This design comes from an exercise in tuning for small area on the open sky130 flow, not from production work. Function was checked by simulation only, so behaviour that the tests miss may differ from the original. No activity file was given, so power comes from the tool's default toggle rates.

`design/flow/run.sh`:
```
#!/bin/bash
# synth_recipe.tcl (not shown) runs the flow's synth.tcl, then flattens the netlist and writes it again
# the make line also repeats each setting of config.mk as NAME=value (left out here)
make -C /OpenROAD-flow-scripts/flow DESIGN_CONFIG=/design/flow/config.mk WORK_HOME=/design/flow/orfs CLKGATE_MAP_FILE= SYNTH_SCRIPT=/design/flow/synth_recipe.tcl finish
```
`design/flow/config.mk`:
```
export PLATFORM = sky130hd
export DESIGN_NAME = wasm_ctrl_frame_stack
export DESIGN_NICKNAME = wasm_ctrl_frame_stack
export VERILOG_FILES = /design/flow/design.v
export SDC_FILE = /design/flow/constraint.sdc
export NUM_CORES = 4
export LEC_CHECK = 0
export CAP_MARGIN = 20
export CELL_PAD_IN_SITES_DETAIL_PLACEMENT = 2
export CELL_PAD_IN_SITES_GLOBAL_PLACEMENT = 2
export CORE_MARGIN = 2
export CORE_UTILIZATION = 25
export PLACE_DENSITY = 0.4
export SLEW_MARGIN = 20
```
`design/flow/constraint.sdc`:
```
create_clock -name core_clock -period 10.0 [get_ports {clk}]
set_input_delay 2.0000 -clock core_clock [delete_from_list [all_inputs] [get_ports {clk}]]
set_output_delay 2.0000 -clock core_clock [all_outputs]
set_load 0.01 [all_outputs]
```
`design/flow/design.v`:
```
package wasm_pkg;
    localparam int CTRL_STACK_DEPTH = 64;
    localparam int CALL_FRAME_DEPTH = 16;
    typedef enum logic [2:0] {
        OP_NOP     = 3'd0,
        OP_PUSH    = 3'd1,
        OP_POP     = 3'd2,
        OP_REPLACE = 3'd3,
        OP_BRANCH  = 3'd4,
        OP_CALL    = 3'd5,
        OP_RETURN  = 3'd6,
        OP_RSVD    = 3'd7
    } ctrl_op_e;
    typedef enum logic [2:0] {
        ERR_NONE     = 3'd0,
        ERR_LBL_OVF  = 3'd1,
        ERR_LBL_UNF  = 3'd2,
        ERR_BR_RANGE = 3'd3,
        ERR_FRM_OVF  = 3'd4,
        ERR_FRM_UNF  = 3'd5,
        ERR_ILLEGAL  = 3'd6
    } ctrl_err_e;
    function automatic int max_int(input int a, input int b);
        max_int = (a > b) ? a : b;
    endfunction
endpackage
module wasm_ctrl_frame_ptr_stack #(
    parameter int FRAME_DEPTH = 16,
    parameter int SP_W        = 7,
    parameter int FP_W        = $clog2(FRAME_DEPTH + 1)
) (
    input  logic            clk,
    input  logic            rst_n,
    input  logic            push,
    input  logic            pop,
    input  logic [SP_W-1:0] push_base,
    output logic [SP_W-1:0] top_base,
    output logic [FP_W-1:0] fp,
    output logic            full,
    output logic            empty
);
    localparam int FAW = (FRAME_DEPTH > 1) ? $clog2(FRAME_DEPTH) : 1;
    logic [SP_W-1:0] fstack [FRAME_DEPTH];
    logic [FP_W-1:0] fp_m1;
    logic            unused_bits;
    assign full        = (fp == FP_W'(FRAME_DEPTH));
    assign empty       = (fp == '0);
    assign fp_m1       = fp - FP_W'(1);
    assign top_base    = empty ? '0 : fstack[fp_m1[FAW-1:0]];
    assign unused_bits = ^fp_m1;
    always_ff @(posedge clk or negedge rst_n) begin
        if (!rst_n) begin
            fp <= '0;
        end else if (push) begin
            fp <= fp + FP_W'(1);
        end else if (pop) begin
            fp <= fp_m1;
        end
    end
    always_ff @(posedge clk) begin
        if (push) begin
            fstack[fp[FAW-1:0]] <= push_base;
        end
    end
endmodule
module wasm_ctrl_frame_stack #(
    parameter int DEPTH       = wasm_pkg::CTRL_STACK_DEPTH,
    parameter int ENTRY_W     = 64,
    parameter int FRAME_DEPTH = wasm_pkg::CALL_FRAME_DEPTH
) (
    input  logic                              clk,
    input  logic                              rst_n,
    input  logic                              op_valid,
    output logic                              op_ready,
    input  logic [2:0]                        op_code,
    input  logic [ENTRY_W-1:0]                op_data,
    input  logic [7:0]                        op_depth,
    input  logic                              err_clr,
    output logic [ENTRY_W-1:0]                top_data,
    output logic [ENTRY_W-1:0]                branch_target,
    output logic                              branch_ok,
    output logic [$clog2(DEPTH + 1)-1:0]      sp,
    output logic [$clog2(DEPTH + 1)-1:0]      frame_base,
    output logic [$clog2(FRAME_DEPTH + 1)-1:0] fp,
    output logic                              empty,
    output logic                              full,
    output logic                              err,
    output logic [2:0]                        err_code
);
    localparam int SP_W = $clog2(DEPTH + 1);
    localparam int FP_W = $clog2(FRAME_DEPTH + 1);
    localparam int AW   = $clog2(DEPTH);
    localparam int CW   = wasm_pkg::max_int(SP_W + 1, 9);
    logic [ENTRY_W-1:0] mem [DEPTH];
    logic [SP_W-1:0]    sp_nxt;
    logic [SP_W-1:0]    fb_nxt;
    logic [2:0]         fault_code;
    logic [CW-1:0]      sp_x, fb_x, depth_x, count_x, top_idx, br_idx;
    logic               accept;
    logic               mem_we;
    logic [AW-1:0]      mem_waddr;
    logic               f_push, f_pop, f_full, f_empty;
    logic [SP_W-1:0]    f_top;
    logic               unused_bits;
    wasm_ctrl_frame_ptr_stack #(
        .FRAME_DEPTH (FRAME_DEPTH),
        .SP_W        (SP_W),
        .FP_W        (FP_W)
    ) u_frames (
        .clk       (clk),
        .rst_n     (rst_n),
        .push      (f_push),
        .pop       (f_pop),
        .push_base (frame_base),
        .top_base  (f_top),
        .fp        (fp),
        .full      (f_full),
        .empty     (f_empty)
    );
    assign sp_x        = CW'(sp);
    assign fb_x        = CW'(frame_base);
    assign depth_x     = CW'(op_depth);
    assign count_x     = sp_x - fb_x;
    assign top_idx     = sp_x - CW'(1);
    assign br_idx      = sp_x - depth_x - CW'(1);
    assign empty       = (sp == frame_base);
    assign full        = (sp == SP_W'(DEPTH));
    assign branch_ok   = (depth_x < count_x);
    assign accept      = op_valid && !err;
    assign unused_bits = ^{top_idx[CW-1:AW], br_idx[CW-1:AW]};
    assign op_ready      = !err;
    assign top_data      = empty ? '0 : mem[top_idx[AW-1:0]];
    assign branch_target = branch_ok ? mem[br_idx[AW-1:0]] : '0;
    always_comb begin
        sp_nxt     = sp;
        fb_nxt     = frame_base;
        mem_we     = 1'b0;
        mem_waddr  = sp_x[AW-1:0];
        f_push     = 1'b0;
        f_pop      = 1'b0;
        fault_code = wasm_pkg::ERR_NONE;
        if (accept) begin
            case (op_code)
                wasm_pkg::OP_PUSH: begin
                    if (full) fault_code = wasm_pkg::ERR_LBL_OVF;
                    else begin
                        mem_we = 1'b1;
                        sp_nxt = sp + SP_W'(1);
                    end
                end
                wasm_pkg::OP_POP: begin
                    if (empty) fault_code = wasm_pkg::ERR_LBL_UNF;
                    else sp_nxt = sp - SP_W'(1);
                end
                wasm_pkg::OP_REPLACE: begin
                    if (empty) fault_code = wasm_pkg::ERR_LBL_UNF;
                    else begin
                        mem_we    = 1'b1;
                        mem_waddr = top_idx[AW-1:0];
                    end
                end
                wasm_pkg::OP_BRANCH: begin
                    if (!branch_ok) fault_code = wasm_pkg::ERR_BR_RANGE;
                    else sp_nxt = br_idx[SP_W-1:0];
                end
                wasm_pkg::OP_CALL: begin
                    if (f_full) fault_code = wasm_pkg::ERR_FRM_OVF;
                    else begin
                        f_push = 1'b1;
                        fb_nxt = sp;
                    end
                end
                wasm_pkg::OP_RETURN: begin
                    if (f_empty) fault_code = wasm_pkg::ERR_FRM_UNF;
                    else begin
                        f_pop  = 1'b1;
                        sp_nxt = frame_base;
                        fb_nxt = f_top;
                    end
                end
                wasm_pkg::OP_RSVD: fault_code = wasm_pkg::ERR_ILLEGAL;
                default: ;
            endcase
        end
    end
    always_ff @(posedge clk or negedge rst_n) begin
        if (!rst_n) begin
            sp         <= '0;
            frame_base <= '0;
            err        <= 1'b0;
            err_code   <= wasm_pkg::ERR_NONE;
        end else begin
            sp         <= sp_nxt;
            frame_base <= fb_nxt;
            if (fault_code != wasm_pkg::ERR_NONE) begin
                err      <= 1'b1;
                err_code <= fault_code;
            end else if (err_clr) begin
                err      <= 1'b0;
                err_code <= wasm_pkg::ERR_NONE;
            end
        end
    end
    always_ff @(posedge clk) begin
        if (mem_we) begin
            mem[mem_waddr] <= op_data;
        end
    end
endmodule
```
==> qor.yml <==
floorplan:
  rows: 326
  core_um2: 788000
  start_util_pct: 25.1
  die_x_um: 893
  pin_count: 234
  die_h_um: 893
  die-area_um2: 797000
yosys:
  synth_xor_xnor_area_share_pct: 0.0969
  ys_seq_elements: 4231
  ys_warn_count: 2
  synthTopCellsByArea: "edfxtp_1 64%, mux4_2 25%, nand3_1 2.3%, o21ai_0 1.1%, clkbuf_1 1.1%"
  syn-num-nets: 10555
  synthCells: 10442
  synth_ff_type: "edfxtp_1"
  synth_top_family_by_area: "multiplexers"
  synth_enable_flop_cells: 4208
  yosys.area_share.simple_pct: 4.74
  synth_top_area_share_pct: 64.0
  synth_compound_area_share_pct: 2.96
  synth_mux_area_share_pct: 25.7
  synthTopCellsByCount: "4208 x edfxtp_1, 2191 x mux4_2, 914 x nand3_1"
  syn_area_um2: 197000
  yosysUniqueCellTypes: 75
  async_flop_share_pct: 0.544
  ys_seq_area_share_pct: 64.3
  yosysMostFrequentCell: "edfxtp_1"
  synthAdderAreaFrac_pct: 0.227
  syn_area_per_cell_um2: 18.9
  synth_top_area_cell: "edfxtp_1"
critical_path:
  path_cells: "inv_1 > fa_1 > nor2b_1 > o21ai_0 > nand2b_1 > a21o_1 > a21oi_1 > xor2_1 > ha_1 > nand2_1 > a2bb2oi_1 > o31ai_1 > o22ai_4 > buf_12 > buf_4 > nand4_1 > o22ai_1 > clkdlybuf4s50_1"
  slowest_stage: "dfrtp_1"
  critPathLaunch: "sp[1]"
  criticalPathCategory: "reg -> out"
  arrival_ns: 7.53
  critPathCaptureType: "primary output"
  cp_max_fo: 39
  start_kind: "register"
  r2r-start: "sp[1]"
  max_stage_delay_ns: 0.87
  crit_family: "buffers and inverters"
  cp.required_ns: 8.00
  worst-path-buf-inv: 4
placement:
  place_congestion: 0.734
  dp_hpwl_mm: 537
  place_inst: 20824
  portBuffers: 233
  placed_area_um2: 216000
min_path:
  hp-start: "err_code[0]"
  hold_path.class: "reg -> reg"
routing:
  wl_met3_mm: 50.6
  vias_per_cell: 5.54
  routed-wl-met2_mm: 464
  drt_pass1_iterations: 5
  finalWirelength_mm: 973
  top_layer: "met5"
  wire_per_inst_um: 44.5
  met1_length_mm: 437
  drcViolationCount: 0
  via_count: 121051
  drtIter0Drc: 14226
  drtAntennaViolNets: 0
sta:
  rsz0062_at_grt: "false"
  timing.final.crit_share_pct: 95.3
  tns_ns: 0
  tightest_slew_ns: 1.18
  fmax_ghz: 0.105
  relSlewSlack_pct: 20.6
  post-route-min-period_ns: 9.53
  finClkSkew_ns: 0.0401
  finalSetupViolCount: 0
  hold_viol_final: 0
  slew_violations: 0
power:
  p_total_w: 0.0906
  irDropWorstVdd_v: 0.000406
  p_leak_nw: 72.0
  p_per_area_nw_per_um2: 387
global_route:
  antenna_found_initial: 113
  overflow: 0
  grt_usage_pct: 23.8
  grt_max_degree: 113
  grt_first_pass_wirelength_mm: 1290
  grt_pass1_vias: 131372
flow_run:
  maxCapViolations: 0
layout:
  nNetsFinal: 11005
  areaGrowthSynthToFinish_pct: 18.5
  layout-drive-gt1-share_pct: 32.5
  design_area_um2: 234000
  fin_cells: 21842
  fillers: 78975
cts:
  insertion_delay_ns: 1.11
  cts_buffer_depth: 4
  tritoncts: "done"
  cts_resized: 0
  clock-sinks: 4231
  clock-root-buffer: "clkbuf_16"
  cts_buffers: 553
  clk_pin_slew_worst_paths_ns: 0.06
  htreeDepth: 6
status:
  status: "no timing/DRC/antenna violations"
repair_timing:
item / in CTS / in global routing
setup buffers: 0 / 1
endpoints found under the setup margin: 0 / 4
hold buffers: 0 / 0
cells in the final DEF (no fill, tap or decap), types with 9 or more instances in the layout:
| master | n |
|---|---|
| o22ai_1 | 65 |
| a32oi_1 | 78 |
| inv_1 | 33 |
| nand2_1 | 524 |
| dfrtp_1 | 21 |
| clkinv_2 | 73 |
| buf_4 | 410 |
| nor2_1 | 27 |
| ha_1 | 29 |
| buf_2 | 17 |
| nor2_4 | 66 |
| bufinv_16 | 38 |
| xnor2_1 | 10 |
| a211o_1 | 127 |
| mux4_2 | 2191 |
| clkdlybuf4s50_1 | 169 |
| edfxtp_1 | 4208 |
| mux2i_1 | 142 |
| o21ai_1 | 29 |
| buf_12 | 204 |
| clkbuf_16 | 575 |
| clkbuf_1 | 108 |
| nor3_1 | 9 |
| nand2b_1 | 9 |
| diode_2 | 25 |
| nand4_1 | 205 |
| inv_6 | 23 |
| clkinv_1 | 144 |
| nand3_1 | 913 |
| o21ai_0 | 429 |
| and3_1 | 130 |
| a21oi_1 | 153 |
| clkinvlp_4 | 9 |
cell families after synthesis:
| family | count (synthesis) |
|---|---|
| flip-flops | 4231 |
| multiplexers | 2334 |
| AND/OR/NAND/NOR | 1924 |
| AO/OA/AOI/OAI | 951 |
| buffers and inverters | 947 |
| adder cells (fa/ha/maj) | 34 |
| XOR/XNOR | 21 |
final cells by class:
cell class	count	area (um^2)	share of cell area (%)
Tap cell	10496	13100	5.61
Multi-Input combinational cell	5264	67400	28.8
Inverter	34	128	0.0545
Sequential cell	4231	127000	54.2
Antenna cell	25	62.6	0.0267
Clock inverter	301	2550	1.09
Timing Repair Buffer	808	9110	3.89
Clock buffer	683	14800	6.32
through the flow:
step	utilization, %	worst slack [ns]	hold slack (ns)
4_1_cts	29.7	0.00998	0.554
2_1_floorplan	-	3.41	0.550
6_report	29.7	0.469	0.539
3_5_place_dp	27.5	0.922	0.540
3_3_place_gp	27.4	0.887	0.507
5_1_grt	29.7	0.113	0.580
report_power, final:
| part | internal (W) | switching [W] | leakage (nW) |
|---|---|---|---|
| Sequential | 0.0204 | 0.000368 | 38.2 |
| Clock | 0.0115 | 0.00821 | 8.48 |
| Combinational | 0.0186 | 0.0316 | 25.3 |
flip-flops by register name (all words and copies together), names as in the netlist:
| name | flops |
|---|---|
| u_frames.fstack | 112 |
| sp | 7 |
| err | 1 |
| frame_base | 7 |
| mem | 4096 |
| err_code | 3 |
| u_frames.fp | 5 |
metal layers:
metal	GRT usage, %	up-vias
met4	4.77	20
met3	2.94	944
met2	39.3	4169
met5	0	-
met1	34.0	70041
li1	-	45877
worst min-delay path, cell delays in order (launching register included):
cell and delay, ns:
dfrtp_1 0.35, o211ai_1 0.09, nand2_1 0.06
path summary, 6_finish.rpt:
kind	endpoint	slack [ns]	cells past startpoint
setup / recovery	branch_target[43]	0.47	18
hold / removal	err_code[0]	0.54	2
setup reg to reg	mem[20][43]	3.72	11
hold reg to reg	err_code[0]	0.54	2
max in group asynchronous	sp[0]	8.40	2
min in group asynchronous	err_code[0]	1.28	2

re-timing with driven ports:
The flow's constraints put no driver on any port. The routed layout listed below was extracted and timed again, unchanged, in two steps.
Step 1 (the two cells are an assumption about what drives the block):
set clk [get_ports {clk}]
set_driving_cell -lib_cell sky130_fd_sc_hd__clkbuf_16 $clk
set_driving_cell -lib_cell sky130_fd_sc_hd__buf_2 [delete_from_list [all_inputs] $clk]
Step 2 also shifts input and output timing later by t, the mid clock arrival at the registers, as if the neighbouring blocks saw the same clock.
a / b / c = no drivers / after step 1 / after step 2; a / b = the first two.
t, ns: 1.237
setup WS [ns]: 0.469 / 0.327 / 0.971
hold slack, ns: 0.539 / 0.539 / 0.539
clock arrival spread, ns: 0.050 / 0.050
cell pins on the clock port's net: 1
After both steps setup and hold are still met in this run. For this run, drivers alone change the setup slack by -0.142 ns; drivers and shift together by +0.502 ns.
